This is an optimization exercise on Yosys and OpenROAD, whose aim is small area and a short achievable clock period, not a production implementation.
RTL that was checked went through simulation tests only; none was proved equivalent to the original.

== the baseline ==
==> flow/design.v <==
package key_expansion_pkg;
    localparam int NR_DEFAULT = 10;
    function automatic logic [7:0] rcon_next(input logic [3:0] r);
        logic [7:0] val;
        val[0] = ~r[2] & ~r[1] & ~r[0];                      
        val[1] = r[3] | (~r[2] & ~r[1] & r[0]);              
        val[2] = (~r[2] & r[1] & ~r[0]) | (r[3] & r[0]);     
        val[3] = (~r[2] & r[1] & r[0]) | (r[3] & ~r[0]);     
        val[4] = r[3] | (r[2] & ~r[1] & ~r[0]);              
        val[5] = (r[2] & ~r[1] & r[0]) | (r[3] & r[0]);      
        val[6] = r[2] & r[1] & ~r[0];                        
        val[7] = r[2] & r[1] & r[0];                         
        rcon_next = val;
    endfunction
endpackage
module aes_sbox (
    input  logic [7:0] data,
    output logic [7:0] sub
);
    logic U0, U1, U2, U3, U4, U5, U6, U7;
    logic T1, T2, T3, T4, T5, T6, T7, T8, T9, T10, T11, T12;
    logic T13, T14, T15, T16, T17, T18, T19, T20, T21, T22, T23, Y24;
    logic T24, Y25, Z25, T25, T26, T27, M1, M2, A20, M4, M5, M6;
    logic M7, A22, M9, M11, M12, M13, M14, M15, B20, M17, B22, B23;
    logic C23, M20, M21, M22, M25, M26, M27, M33, M34, A23, M23, M24;
    logic M28, M29, M30, M31, M32, M35, M36, M37, M38, M39, M40, M41;
    logic M42, M43, M44, M45, M46, M47, M48, M49, M50, M51, M52, M53;
    logic M54, M55, M56, M57, M58, M59, M60, M61, M62, M63, L0, L1;
    logic L2, L3, L4, L5, L6, L7, L8, L9, L10, L11, L12, L13;
    logic L14, L15, L16, L17, L18, L19, L20, L21, L22, L23, L24, L25;
    logic L26, L27, L28, L29;
    assign {U0, U1, U2, U3, U4, U5, U6, U7} = data;
    assign T1 = U0 ^ U3;
    assign T2 = U0 ^ U5;
    assign T3 = U0 ^ U6;
    assign T4 = U3 ^ U5;
    assign T5 = U4 ^ U6;
    assign T6 = T1 ^ T5;
    assign T7 = U1 ^ U2;
    assign T8 = U7 ^ T6;
    assign T9 = U7 ^ T7;
    assign T10 = T6 ^ T7;
    assign T11 = U1 ^ U5;
    assign T12 = U2 ^ U5;
    assign T13 = T3 ^ T4;
    assign T14 = T6 ^ T11;
    assign T15 = T5 ^ T11;
    assign T16 = T5 ^ T12;
    assign T17 = T9 ^ T16;
    assign T18 = U3 ^ U7;
    assign T19 = T7 ^ T18;
    assign T20 = T1 ^ T19;
    assign T21 = U6 ^ U7;
    assign T22 = T7 ^ T21;
    assign T23 = T2 ^ T22;
    assign Y24 = T7 ^ T4;
    assign T24 = Y24 ^ T5;
    assign Y25 = U0 ^ U2;
    assign Z25 = U5 ^ T5;
    assign T25 = Y25 ^ Z25;
    assign T26 = T3 ^ T16;
    assign T27 = T1 ^ T12;
    assign M1 = T13 & T6;
    assign M2 = T23 & T8;
    assign A20 = T14 ^ M1;
    assign M4 = T19 & U7;
    assign M5 = M4 ^ M1;
    assign M6 = T3 & T16;
    assign M7 = T22 & T9;
    assign A22 = T26 ^ M7;
    assign M9 = T20 & T17;
    assign M11 = T1 & T15;
    assign M12 = T4 & T27;
    assign M13 = M12 ^ M11;
    assign M14 = T2 & T10;
    assign M15 = M14 ^ M11;
    assign B20 = M2 ^ M13;
    assign M17 = M5 ^ T24;
    assign B22 = M6 ^ M13;
    assign B23 = M6 ^ M11;
    assign C23 = B23 ^ T25;
    assign M20 = A20 ^ B20;
    assign M21 = M17 ^ M15;
    assign M22 = A22 ^ B22;
    assign M25 = M22 & M20;
    assign M26 = M21 ^ M25;
    assign M27 = M20 ^ M21;
    assign M33 = M27 ^ M25;
    assign M34 = M21 & M22;
    assign A23 = M9 ^ M14;
    assign M23 = A23 ^ C23;
    assign M24 = M22 ^ M23;
    assign M28 = M23 ^ M25;
    assign M29 = M28 & M27;
    assign M30 = M26 & M24;
    assign M31 = M20 & M23;
    assign M32 = M27 & M31;
    assign M35 = M24 & M34;
    assign M36 = M24 ^ M25;
    assign M37 = M21 ^ M29;
    assign M38 = M32 ^ M33;
    assign M39 = M23 ^ M30;
    assign M40 = M35 ^ M36;
    assign M41 = M38 ^ M40;
    assign M42 = M37 ^ M39;
    assign M43 = M37 ^ M38;
    assign M44 = M39 ^ M40;
    assign M45 = M42 ^ M41;
    assign M46 = M44 & T6;
    assign M47 = M40 & T8;
    assign M48 = M39 & U7;
    assign M49 = M43 & T16;
    assign M50 = M38 & T9;
    assign M51 = M37 & T17;
    assign M52 = M42 & T15;
    assign M53 = M45 & T27;
    assign M54 = M41 & T10;
    assign M55 = M44 & T13;
    assign M56 = M40 & T23;
    assign M57 = M39 & T19;
    assign M58 = M43 & T3;
    assign M59 = M38 & T22;
    assign M60 = M37 & T20;
    assign M61 = M42 & T1;
    assign M62 = M45 & T4;
    assign M63 = M41 & T2;
    assign L0 = M61 ^ M62;
    assign L1 = M50 ^ M56;
    assign L2 = M46 ^ M48;
    assign L3 = M47 ^ M55;
    assign L4 = M54 ^ M58;
    assign L5 = M49 ^ M61;
    assign L6 = M62 ^ L5;
    assign L7 = M46 ^ L3;
    assign L8 = M51 ^ M59;
    assign L9 = M52 ^ M53;
    assign L10 = M53 ^ L4;
    assign L11 = M60 ^ L2;
    assign L12 = M48 ^ M51;
    assign L13 = M50 ^ L0;
    assign L14 = M52 ^ M61;
    assign L15 = M55 ^ L1;
    assign L16 = M56 ^ L0;
    assign L17 = M57 ^ L1;
    assign L18 = M58 ^ L8;
    assign L19 = M63 ^ L4;
    assign L20 = L0 ^ L1;
    assign L21 = L1 ^ L7;
    assign L22 = L3 ^ L12;
    assign L23 = L18 ^ L2;
    assign L24 = L15 ^ L9;
    assign L25 = L6 ^ L10;
    assign L26 = L7 ^ L9;
    assign L27 = L8 ^ L10;
    assign L28 = L11 ^ L14;
    assign L29 = L11 ^ L17;
    assign sub[7] = L6 ^ L24;
    assign sub[6] = ~(L16 ^ L26);
    assign sub[5] = ~(L19 ^ L28);
    assign sub[4] = L6 ^ L21;
    assign sub[3] = L20 ^ L22;
    assign sub[2] = L25 ^ L29;
    assign sub[1] = ~(L13 ^ L27);
    assign sub[0] = ~(L6 ^ L23);
endmodule
module key_expansion
#(
    parameter int NR = key_expansion_pkg::NR_DEFAULT
) (
    input  logic            clk,
    input  logic            rst_n,
    input  logic            start_in,
    input  logic [31:0]     K0_in,
    input  logic [31:0]     K1_in,
    input  logic [31:0]     K2_in,
    input  logic [31:0]     K3_in,
    input  logic            ready_in,
    output logic [31:0]     D0_out,
    output logic [31:0]     D1_out,
    output logic [31:0]     D2_out,
    output logic [31:0]     D3_out,
    output logic            valid_out,
    output logic [3:0]      round_out,
    output logic            busy_out,
    output logic            done_out
);
    logic        valid_q, idle_q, done_q;
    logic        valid_d;
    logic [31:0] w0_q, w1_q, w2_q, w3_q;
    logic [3:0]  round_q;
    logic [31:0] sub_word;
    logic [31:0] t_word;
    logic [31:0] rc_word;
    logic [31:0] p0, p1, p2, p3;
    logic [31:0] sel_ld, sel_adv, sel_hold;
    logic [3:0]  round_d;
    logic        last;
    for (genvar i = 0; i < 4; i++) begin : g_sbox
        aes_sbox u_sbox (
            .data (w3_q[(8*i + 24) % 32 +: 8]),
            .sub  (sub_word[8*i +: 8])
        );
    end
    assign rc_word  = {key_expansion_pkg::rcon_next(round_q), 24'h000000};
    assign p0       = w0_q ^ rc_word;
    assign p1       = p0 ^ w1_q;
    assign p2       = p1 ^ w2_q;
    assign p3       = p2 ^ w3_q;
    assign sel_ld   = {32{idle_q}};
    assign sel_adv  = {32{~idle_q & ready_in}};
    assign sel_hold = {32{~idle_q & ~ready_in}};
    assign t_word   = sel_adv & sub_word;       
    assign last     = round_q[3] & round_q[1];    
    assign round_d  = ({4{~idle_q & ready_in}} & (round_q + 4'd1))
                    | ({4{~idle_q & ~ready_in}} & round_q);
    assign valid_d = idle_q ? start_in : !(ready_in && last);
    always_ff @(posedge clk or negedge rst_n) begin
        if (!rst_n) begin
            valid_q <= 1'b0;
            idle_q  <= 1'b1;
            done_q  <= 1'b0;
        end else begin
            valid_q <= valid_d;
            idle_q  <= !valid_d;
            done_q  <= !idle_q && ready_in && last;
        end
    end
    always_ff @(posedge clk) begin
        w0_q    <= (idle_q ? K0_in : (ready_in ? p0 : w0_q)) ^ t_word;
        w1_q    <= (idle_q ? K1_in : (ready_in ? p1 : w1_q)) ^ t_word;
        w2_q    <= (idle_q ? K2_in : (ready_in ? p2 : w2_q)) ^ t_word;
        w3_q    <= (idle_q ? K3_in : (ready_in ? p3 : w3_q)) ^ t_word;
        round_q <= round_d;
    end
    assign D0_out    = w0_q;
    assign D1_out    = w1_q;
    assign D2_out    = w2_q;
    assign D3_out    = w3_q;
    assign round_out = round_q;
    assign valid_out = valid_q;
    assign busy_out  = valid_q;
    assign done_out  = done_q;
endmodule
==> flow/config.mk <==
export PLATFORM = sky130hd
export DESIGN_NAME = key_expansion
export DESIGN_NICKNAME = key_expansion
export VERILOG_FILES = /design/flow/design.v
export SDC_FILE = /design/flow/constraint.sdc
export NUM_CORES = 4
export LEC_CHECK = 0
export CAP_MARGIN = 20
export CORE_MARGIN = 2
export CORE_UTILIZATION = 40
export SLEW_MARGIN = 20
==> flow/constraint.sdc <==
create_clock -name core_clock -period 17.0 [get_ports {clk}]
set_input_delay 3.4000 -clock core_clock [delete_from_list [all_inputs] [get_ports {clk}]]
set_output_delay 3.4000 -clock core_clock [all_outputs]
set_load 0.01 [all_outputs]
standard.sh (not shown) runs the stock make flow with config.mk's settings and CLKGATE_MAP_FILE= SYNTH_SCRIPT=/design/flow/synth_recipe.tcl, a recipe that flattens the netlist after the stock synthesis.
==> flow/flow/run.sh <==
#!/bin/bash
# Layout flow: the standard ORFS flow (standard.sh), with extra make variables from
# flow/make_args.txt (one VAR=value per line) and, if flow/abc.script exists, that ABC
# script in place of ORFS's abc_speed.script and abc_area.script (a copy of ORFS's scripts folder is used).
# Each ORFS step writes its own log under orfs/logs/; make's output goes to make.log.
set -euo pipefail
HERE=$(pwd)
ARGS=()
if [[ -f flow/abc.script ]]; then
  rm -rf "$HERE/scripts"
  cp -r "$FLOW_HOME/scripts" "$HERE/scripts"
  cp flow/abc.script "$HERE/scripts/abc_speed.script"
  cp flow/abc.script "$HERE/scripts/abc_area.script"
  ARGS+=("SCRIPTS_DIR=$HERE/scripts")
fi
if [[ -f flow/make_args.txt ]]; then
  while IFS= read -r line; do
    [[ -n "$line" && "$line" != \#* ]] && ARGS+=("$line")
  done < flow/make_args.txt
fi
echo "make args: ${ARGS[*]}" > make.log
bash standard.sh "${ARGS[@]}" finish >> make.log 2>&1
==> flow/flow/abc.script <==
strash
dch
map -D 3300
topo
stime -c
buffer -c
upsize -c
dnsize -c
==> flow/flow/make_args.txt <==
ABC_CLOCK_PERIOD_IN_PS=3300
CORE_UTILIZATION=50
SETUP_SLACK_MARGIN=12.6
BUFFER_PORTS_ARGS=-buffer_cell sky130_fd_sc_hd__buf_1
CTS_ARGS=-sink_clustering_enable -repair_clock_nets -buf_list sky130_fd_sc_hd__clkbuf_8 -dont_use_dummy_load
diff inputs: the baseline => the candidate
==> flow/design.v, changed modules only <==
module key_expansion
#(
    parameter int NR = key_expansion_pkg::NR_DEFAULT
) (
    input  logic            clk,
    input  logic            rst_n,
    input  logic            start_in,
    input  logic [31:0]     K0_in,
    input  logic [31:0]     K1_in,
    input  logic [31:0]     K2_in,
    input  logic [31:0]     K3_in,
    input  logic            ready_in,
    output logic [31:0]     D0_out,
    output logic [31:0]     D1_out,
    output logic [31:0]     D2_out,
    output logic [31:0]     D3_out,
    output logic            valid_out,
    output logic [3:0]      round_out,
    output logic            busy_out,
    output logic            done_out
);
    logic        valid_q, done_q;
    logic [31:0] w0_q, w1_q, w2_q, w3_q;
    logic [3:0]  round_q;
    logic [31:0] sub_word;
    logic [31:0] t_word;
    logic [31:0] rc_word;
    logic [31:0] p0, p1, p2, p3;
    logic [31:0] sel_ld, sel_adv, sel_hold;
    logic [3:0]  round_d;
    logic        last;
    for (genvar i = 0; i < 4; i++) begin : g_sbox
        aes_sbox u_sbox (
            .data (w3_q[(8*i + 24) % 32 +: 8]),
            .sub  (sub_word[8*i +: 8])
        );
    end
    assign rc_word  = {key_expansion_pkg::rcon_next(round_q), 24'h000000};
    assign p0       = w0_q ^ rc_word;
    assign p1       = p0 ^ w1_q;
    assign p2       = p1 ^ w2_q;
    assign p3       = p2 ^ w3_q;
    assign sel_ld   = {32{~valid_q}};
    assign sel_adv  = {32{valid_q & ready_in}};
    assign sel_hold = {32{valid_q & ~ready_in}};
    assign t_word   = sel_adv & sub_word;       
    assign last     = round_q[3] & round_q[1];    
    assign round_d  = ({4{valid_q & ready_in}} & (round_q + 4'd1))
                    | ({4{valid_q & ~ready_in}} & round_q);
    always_ff @(posedge clk or negedge rst_n) begin
        if (!rst_n) begin
            valid_q <= 1'b0;
            done_q  <= 1'b0;
        end else begin
            valid_q <= valid_q ? !(ready_in && last) : start_in;
            done_q  <= valid_q && ready_in && last;
        end
    end
    always_ff @(posedge clk) begin
        w0_q    <= (valid_q ? (ready_in ? p0 : w0_q) : K0_in) ^ t_word;
        w1_q    <= (valid_q ? (ready_in ? p1 : w1_q) : K1_in) ^ t_word;
        w2_q    <= (valid_q ? (ready_in ? p2 : w2_q) : K2_in) ^ t_word;
        w3_q    <= (valid_q ? (ready_in ? p3 : w3_q) : K3_in) ^ t_word;
        round_q <= round_d;
    end
    assign D0_out    = w0_q;
    assign D1_out    = w1_q;
    assign D2_out    = w2_q;
    assign D3_out    = w3_q;
    assign round_out = round_q;
    assign valid_out = valid_q;
    assign busy_out  = valid_q;
    assign done_out  = done_q;
endmodule
Notes after the runs:
The uppermost layer routed comes out met4 in one run and met5 in the other, namely in the candidate and the baseline respectively.
The candidate reports its cell with the largest stage delay on the worst path as dfrtp_4 while the baseline reports nor2_4.
Summary — number of buffer and inverter stages on the critical path, the candidate relative to the baseline: lower, by 4.
Summary: cell area, the candidate better than the baseline
The candidate reports its end of the critical path as valid_out while the baseline reports w3_q[31].
Compared to the baseline, the candidate was floorplanned on a smaller die.
Count of inserted antenna diode cells in the candidate is 1 below the baseline.
Lower area added between synthesis and finish was reported by the candidate, not the baseline.
The candidate vs the baseline: wire length down
Looking at final cycle utilization of the critical path across the candidate and the baseline, the one that comes out higher is the candidate.
Only the layout flow was run in the baseline; the RTL was not checked for function there.

==> port drivers added, routing unchanged <==
Ports are ideal in the flow. The routed layouts listed here were re-timed in OpenROAD.
Step 1, drivers: a clkbuf_16 drives clk and a buf_2 each remaining input, both assumed.
Step 2 moves the port delays by t, midway between the first and last clock arrival at a register: inputs arrive t later, outputs are due t later. That takes back most of the time a late clock gives input paths.
Slacks: ideal / step 1 / step 2; pairs: ideal / step 1.
| run | shift t [ns] | slack for setup (ns) | hold WS [ns] | worst register clock-pin slew, ns |
|---|---|---|---|---|
| the baseline | 0.494 | 12.598 / 12.557 / 12.126 | 0.519 / 0.519 / 0.519 | 0.10 / 0.10 |
| the candidate | 0.491 | 12.468 / 12.423 / 12.153 | 0.598 / 0.598 / 0.598 | 0.09 / 0.09 |
After both steps setup and hold are still met in every run listed. For the baseline, which loses most, drivers alone change the setup slack by -0.041 ns; drivers and shift together by -0.472 ns.
